Background: an optimization exercise with open tools, aiming at small area and a short achievable clock period. Do not read the settings as production practice. In this exercise RTL edits were held to simulation tests only and were not proved equivalent to the original. No activity file was given, so power comes from the tool's default toggle rates.

==> v15 <==
==> flow/design.v <==
package pam4_pkg;
    typedef logic [1:0] symbol_t;
    typedef logic signed [8-1:0] sample_t;
    typedef logic signed [6-1:0] noise_t;
endpackage
`timescale 1ns/100ps
module chan_comb (
    input  logic s0,
    input  logic s1,
    input  logic p0,
    input  logic p1,
    input  logic n0,
    input  logic n1,
    input  logic n2,
    input  logic n3,
    input  logic n4,
    input  logic n5,
    output logic x0,
    output logic x1,
    output logic x2,
    output logic x3,
    output logic x4,
    output logic x5,
    output logic x6,
    output logic x7
);
    logic new_n19, new_n20, new_n21, new_n22, new_n23, new_n24, new_n25, new_n26, new_n27, new_n28, new_n29, new_n30, new_n31, new_n32, new_n33, new_n35, new_n37, new_n39, new_n40, new_n41, new_n42, new_n43, new_n44, new_n45, new_n46, new_n48, new_n49, new_n50, new_n51, new_n52, new_n53, new_n55, new_n56, new_n57, new_n58, new_n59, new_n60, new_n61, new_n62, new_n63, new_n64, new_n65, new_n67, new_n68, new_n69, new_n70, new_n71, new_n72, new_n73, new_n74, new_n75, new_n76, new_n77, new_n78, new_n79, new_n80, new_n81, new_n82;
    assign new_n19 = ~n2 & ~n3;
    assign new_n20 = s0 & p1;
    assign new_n21 = s1 & ~n5;
    assign new_n22 = p0 & n4;
    assign new_n23 = new_n21 & new_n22;
    assign new_n24 = new_n20 & new_n23;
    assign new_n25 = ~new_n19 & new_n24;
    assign new_n26 = n2 & n3;
    assign new_n27 = ~s0 & ~p1;
    assign new_n28 = ~s1 & n5;
    assign new_n29 = ~p0 & ~n4;
    assign new_n30 = new_n28 & new_n29;
    assign new_n31 = new_n27 & new_n30;
    assign new_n32 = ~new_n26 & new_n31;
    assign new_n33 = n0 & ~new_n32;
    assign x0 = new_n25 | new_n33;
    assign new_n35 = n1 & ~new_n32;
    assign x1 = new_n25 | new_n35;
    assign new_n37 = n2 & ~new_n24;
    assign x2 = ~new_n31 & ~new_n37;
    assign new_n39 = ~p0 & ~new_n26;
    assign new_n40 = ~new_n31 & new_n39;
    assign new_n41 = ~new_n19 & new_n40;
    assign new_n42 = p0 & ~new_n19;
    assign new_n43 = ~new_n40 & ~new_n42;
    assign new_n44 = ~new_n24 & ~new_n43;
    assign new_n45 = ~new_n26 & new_n44;
    assign new_n46 = p0 & ~new_n45;
    assign x3 = new_n41 | new_n46;
    assign new_n48 = ~new_n20 & ~new_n27;
    assign new_n49 = ~n4 & ~new_n48;
    assign new_n50 = n4 & new_n48;
    assign new_n51 = ~new_n49 & ~new_n50;
    assign new_n52 = new_n43 & ~new_n51;
    assign new_n53 = new_n44 & new_n51;
    assign x4 = ~new_n52 & ~new_n53;
    assign new_n55 = ~new_n21 & ~new_n28;
    assign new_n56 = n4 & ~new_n39;
    assign new_n57 = ~new_n42 & ~new_n56;
    assign new_n58 = new_n55 & new_n57;
    assign new_n59 = ~new_n55 & ~new_n57;
    assign new_n60 = ~new_n58 & ~new_n59;
    assign new_n61 = new_n20 & x4;
    assign new_n62 = new_n27 & ~x4;
    assign new_n63 = ~new_n61 & ~new_n62;
    assign new_n64 = new_n60 & ~new_n63;
    assign new_n65 = ~new_n60 & new_n63;
    assign x5 = ~new_n64 & ~new_n65;
    assign new_n67 = ~s1 & ~new_n20;
    assign new_n68 = s1 & ~new_n27;
    assign new_n69 = ~new_n67 & ~new_n68;
    assign new_n70 = ~n5 & ~new_n39;
    assign new_n71 = n5 & ~new_n42;
    assign new_n72 = n4 & ~new_n71;
    assign new_n73 = ~new_n70 & ~new_n72;
    assign new_n74 = ~new_n69 & ~new_n73;
    assign new_n75 = s1 & ~new_n20;
    assign new_n76 = ~new_n27 & ~new_n75;
    assign new_n77 = new_n73 & new_n76;
    assign new_n78 = ~new_n74 & ~new_n77;
    assign new_n79 = ~x5 & ~new_n78;
    assign new_n80 = new_n69 & new_n73;
    assign new_n81 = new_n74 & new_n76;
    assign new_n82 = ~new_n80 & ~new_n81;
    assign x6 = new_n79 | ~new_n82;
    assign x7 = new_n67 | new_n80;
endmodule
module isi_channel (
    input  logic                clk,
    input  logic                rstn,
    input  logic                symbol_valid,
    input  pam4_pkg::symbol_t   symbol,
    input  pam4_pkg::noise_t    noise,
    output logic                sample_valid,
    output pam4_pkg::sample_t   sample_level
);
    pam4_pkg::symbol_t prev_symbol;
    pam4_pkg::sample_t level_sat;
    chan_comb i_chan_comb (
        .s0 (symbol[0]), .s1 (symbol[1]), .p0 (prev_symbol[0]), .p1 (prev_symbol[1]),
        .n0 (noise[0]), .n1 (noise[1]), .n2 (noise[2]), .n3 (noise[3]), .n4 (noise[4]), .n5 (noise[5]),
        .x0 (level_sat[0]), .x1 (level_sat[1]), .x2 (level_sat[2]), .x3 (level_sat[3]),
        .x4 (level_sat[4]), .x5 (level_sat[5]), .x6 (level_sat[6]), .x7 (level_sat[7])
    );
    always_ff @(posedge clk) begin
        sample_valid <= rstn & symbol_valid;
        if (!rstn) begin
            prev_symbol <= 2'd1;
        end else if (symbol_valid) begin
            prev_symbol <= symbol;
        end
    end
    always_ff @(posedge clk) begin
        if (symbol_valid) begin
            sample_level <= level_sat;
        end
    end
endmodule
`timescale 1ns/100ps
module dfe_comb (
    input  logic x0,
    input  logic x1,
    input  logic x2,
    input  logic x3,
    input  logic x4,
    input  logic x5,
    input  logic x6,
    input  logic x7,
    input  logic d0,
    input  logic d1,
    output logic y0,
    output logic y1
);
    logic new_n13, new_n14, new_n15, new_n16, new_n17, new_n18, new_n19, new_n20, new_n21, new_n22, new_n23, new_n24, new_n25, new_n26, new_n27, new_n28, new_n29, new_n30, new_n31, new_n32, new_n33, new_n34, new_n35, new_n36, new_n37, new_n38, new_n39, new_n40, new_n41, new_n42, new_n43, new_n44, new_n45, new_n47;
    assign new_n13 = ~x0 & ~x1;
    assign new_n14 = x2 & ~new_n13;
    assign new_n15 = ~x3 & d0;
    assign new_n16 = ~new_n14 & new_n15;
    assign new_n17 = ~x4 & new_n16;
    assign new_n18 = x5 & ~new_n17;
    assign new_n19 = x3 & new_n14;
    assign new_n20 = ~x4 & ~new_n19;
    assign new_n21 = ~d0 & ~new_n20;
    assign new_n22 = ~x6 & ~new_n21;
    assign new_n23 = ~new_n18 & new_n22;
    assign new_n24 = d1 & new_n23;
    assign new_n25 = ~d1 & ~new_n23;
    assign new_n26 = x4 & ~d0;
    assign new_n27 = new_n19 & new_n26;
    assign new_n28 = ~x6 & ~new_n27;
    assign new_n29 = x5 & ~new_n28;
    assign new_n30 = ~x4 & d0;
    assign new_n31 = x6 & ~new_n30;
    assign new_n32 = ~new_n16 & new_n31;
    assign new_n33 = ~new_n29 & ~new_n32;
    assign new_n34 = ~new_n25 & new_n33;
    assign new_n35 = ~new_n24 & new_n34;
    assign new_n36 = ~x7 & ~new_n35;
    assign new_n37 = x6 & ~new_n17;
    assign new_n38 = x5 & ~new_n22;
    assign new_n39 = ~new_n37 & ~new_n38;
    assign new_n40 = ~x5 & ~new_n27;
    assign new_n41 = new_n32 & ~new_n40;
    assign new_n42 = d1 & ~new_n41;
    assign new_n43 = ~d1 & new_n41;
    assign new_n44 = ~new_n42 & ~new_n43;
    assign new_n45 = ~new_n39 & new_n44;
    assign y0 = new_n36 | new_n45;
    assign new_n47 = x7 & ~new_n43;
    assign y1 = ~new_n24 & ~new_n47;
endmodule
module dfe_detector (
    input  logic                clk,
    input  logic                rstn,
    input  logic                sample_valid,
    input  pam4_pkg::sample_t   sample_level,
    output logic                decision_valid,
    output pam4_pkg::symbol_t   decision_symbol
);
    logic [1:0] dec;
    dfe_comb i_dfe_comb (
        .x0 (sample_level[0]), .x1 (sample_level[1]), .x2 (sample_level[2]), .x3 (sample_level[3]),
        .x4 (sample_level[4]), .x5 (sample_level[5]), .x6 (sample_level[6]), .x7 (sample_level[7]),
        .d0 (decision_symbol[0]), .d1 (decision_symbol[1]),
        .y0 (dec[0]), .y1 (dec[1])
    );
    always_ff @(posedge clk) begin
        decision_valid <= rstn & sample_valid;
        if (!rstn) begin
            decision_symbol <= 2'd1;
        end else if (sample_valid) begin
            decision_symbol <= dec;
        end
    end
endmodule
`timescale 1ns/100ps
module pam4_link (
    input  logic        clk,
    input  logic        rstn,
    input  logic        symbol_valid,
    input  logic [1:0]  symbol,
    input  logic [5:0]  noise,
    output logic        sample_valid,
    output logic [7:0]  sample_level,
    output logic        decision_valid,
    output logic [1:0]  decision_symbol
);
    isi_channel i_isi_channel (
        .clk          (clk),
        .rstn         (rstn),
        .symbol_valid (symbol_valid),
        .symbol       (symbol),
        .noise        (noise),
        .sample_valid (sample_valid),
        .sample_level (sample_level)
    );
    dfe_detector i_dfe_detector (
        .clk             (clk),
        .rstn            (rstn),
        .sample_valid    (sample_valid),
        .sample_level    (sample_level),
        .decision_valid  (decision_valid),
        .decision_symbol (decision_symbol)
    );
endmodule
==> flow/flow/run.sh <==
#!/bin/bash
# Own layout flow: the standard flow (standard.sh) with three changes.
#  1. The technology-mapping abc call of the standard synthesis script uses flow/map.abc,
#     an area-oriented mapping script, instead of ORFS's abc script. Everything else in
#     synthesis (registers, their names and cells, flattening, renaming) is the standard flow's own.
#  2. No half/full adder cell extraction: abc maps all combinational logic.
#  3. Port buffers are plain buf_1 cells rather than the delay cells buffer_ports picks.
# The make output goes to make_finish.log; ORFS keeps each tool's log under orfs/logs.
set -euo pipefail
WORK=$(pwd)
FLOWDIR=$(cd "$(dirname "${BASH_SOURCE[0]}")" && pwd)
export OWN_ABC_SCRIPT=$FLOWDIR/map.abc
{
  echo 'proc abc {args} {'
  echo '  set i [lsearch -exact $args -script]'
  echo '  if {$i >= 0} { lset args [expr {$i + 1}] $::env(OWN_ABC_SCRIPT) }'
  echo '  yosys abc {*}$args'
  echo '}'
  cat "$WORK/synth_recipe.tcl"
} > "$WORK/own_synth.tcl"
export CTS_ARGS="-sink_clustering_enable -repair_clock_nets -dont_use_dummy_load -sink_clustering_size 30 -buf_list sky130_fd_sc_hd__clkbuf_4 -root_buf sky130_fd_sc_hd__clkbuf_4"
export BUFFER_PORTS_ARGS="-inputs -outputs -buffer_cell sky130_fd_sc_hd__buf_1"
bash standard.sh SYNTH_SCRIPT="$WORK/own_synth.tcl" ADDER_MAP_FILE= finish > make_finish.log 2>&1
==> flow/flow/map.abc <==
strash
dch
amap
topo
==> flow/standard.sh <==
#!/bin/bash
# synth_recipe.tcl (not shown) runs the flow's synth.tcl, then flattens the netlist and writes it again
# the make line also repeats each setting of config.mk as NAME=value (left out here)
make -C /OpenROAD-flow-scripts/flow DESIGN_CONFIG=/design/flow/config.mk WORK_HOME=/design/flow/orfs CLKGATE_MAP_FILE= SYNTH_SCRIPT=/design/flow/synth_recipe.tcl "${@:-finish}"
==> flow/config.mk <==
export PLATFORM = sky130hd
export DESIGN_NAME = pam4_link
export DESIGN_NICKNAME = pam4_link
export VERILOG_FILES = /design/flow/design.v
export SDC_FILE = /design/flow/constraint.sdc
export NUM_CORES = 4
export LEC_CHECK = 0
export CAP_MARGIN = 20
export CORE_MARGIN = 2
export CORE_UTILIZATION = 40
export SLEW_MARGIN = 20
==> flow/constraint.sdc <==
create_clock -name core_clock -period 13.0 [get_ports {clk}]
set_input_delay 2.6000 -clock core_clock [delete_from_list [all_inputs] [get_ports {clk}]]
set_output_delay 2.6000 -clock core_clock [all_outputs]
set_load 0.01 [all_outputs]
==> inputs of v19, as changes to v15 <==
--- a/flow/flow/run.sh
+++ b/flow/flow/run.sh
@@ -18,6 +18,6 @@
   echo '}'
   cat "$WORK/synth_recipe.tcl"
 } > "$WORK/own_synth.tcl"
-export CTS_ARGS="-sink_clustering_enable -repair_clock_nets -dont_use_dummy_load -sink_clustering_size 30 -buf_list sky130_fd_sc_hd__clkbuf_4 -root_buf sky130_fd_sc_hd__clkbuf_4"
+export CTS_ARGS="-sink_clustering_enable -repair_clock_nets -dont_use_dummy_load"
 export BUFFER_PORTS_ARGS="-inputs -outputs -buffer_cell sky130_fd_sc_hd__buf_1"
-bash standard.sh SYNTH_SCRIPT="$WORK/own_synth.tcl" ADDER_MAP_FILE= finish > make_finish.log 2>&1
+bash standard.sh SYNTH_SCRIPT="$WORK/own_synth.tcl" ADDER_MAP_FILE= SETUP_SLACK_MARGIN=9.12 finish > make_finish.log 2>&1
==> flow/flow/map.abc (replaced) <==
strash
dch
map -D 900
topo
CORE_AREA = 2.5 2.5 62.5 62.5   (was default)
CORE_MARGIN = default   (was 2)
CORE_UTILIZATION = default   (was 40)
DIE_AREA = 0 0 65 65   (was default)
==> summary of the runs <==
- Between v15 and v19, the lower routed wire length is in v15 (gap about 7%, measured against v19).
- In v15 the total power is smaller than in v19, by 3.2%.
- Against v19, the first-iteration DRC count of v15 is lower by 71%.
- Combinational power: v19 is larger than v15 (13%).

-- port drivers added, routing unchanged --
The results above use ideal ports. As a check the final layouts listed here were re-extracted and re-timed, cells and wires unchanged.
Step 1 assumes that a clkbuf_16 drives the clock port and a buf_2 every other input.
Step 2 times the ports against the registers' clock, not the clock port: input delays grow and output delays shrink by t, the midpoint of the rising clock arrivals with the driver on.
Slacks: ideal / step 1 / step 2; pairs: ideal / step 1.
| run | t, ns | setup WS [ns] | cell pins on the clock port's net |
|---|---|---|---|
| v15 | 0.285 | 8.512 / 8.510 / 8.225 | 1 |
| v19 | 0.288 | 9.268 / 9.263 / 8.974 | 1 |
After both steps setup and hold are still met in every run listed. For v19, which loses most, drivers alone change the setup slack by -0.005 ns; drivers and shift together by -0.294 ns.
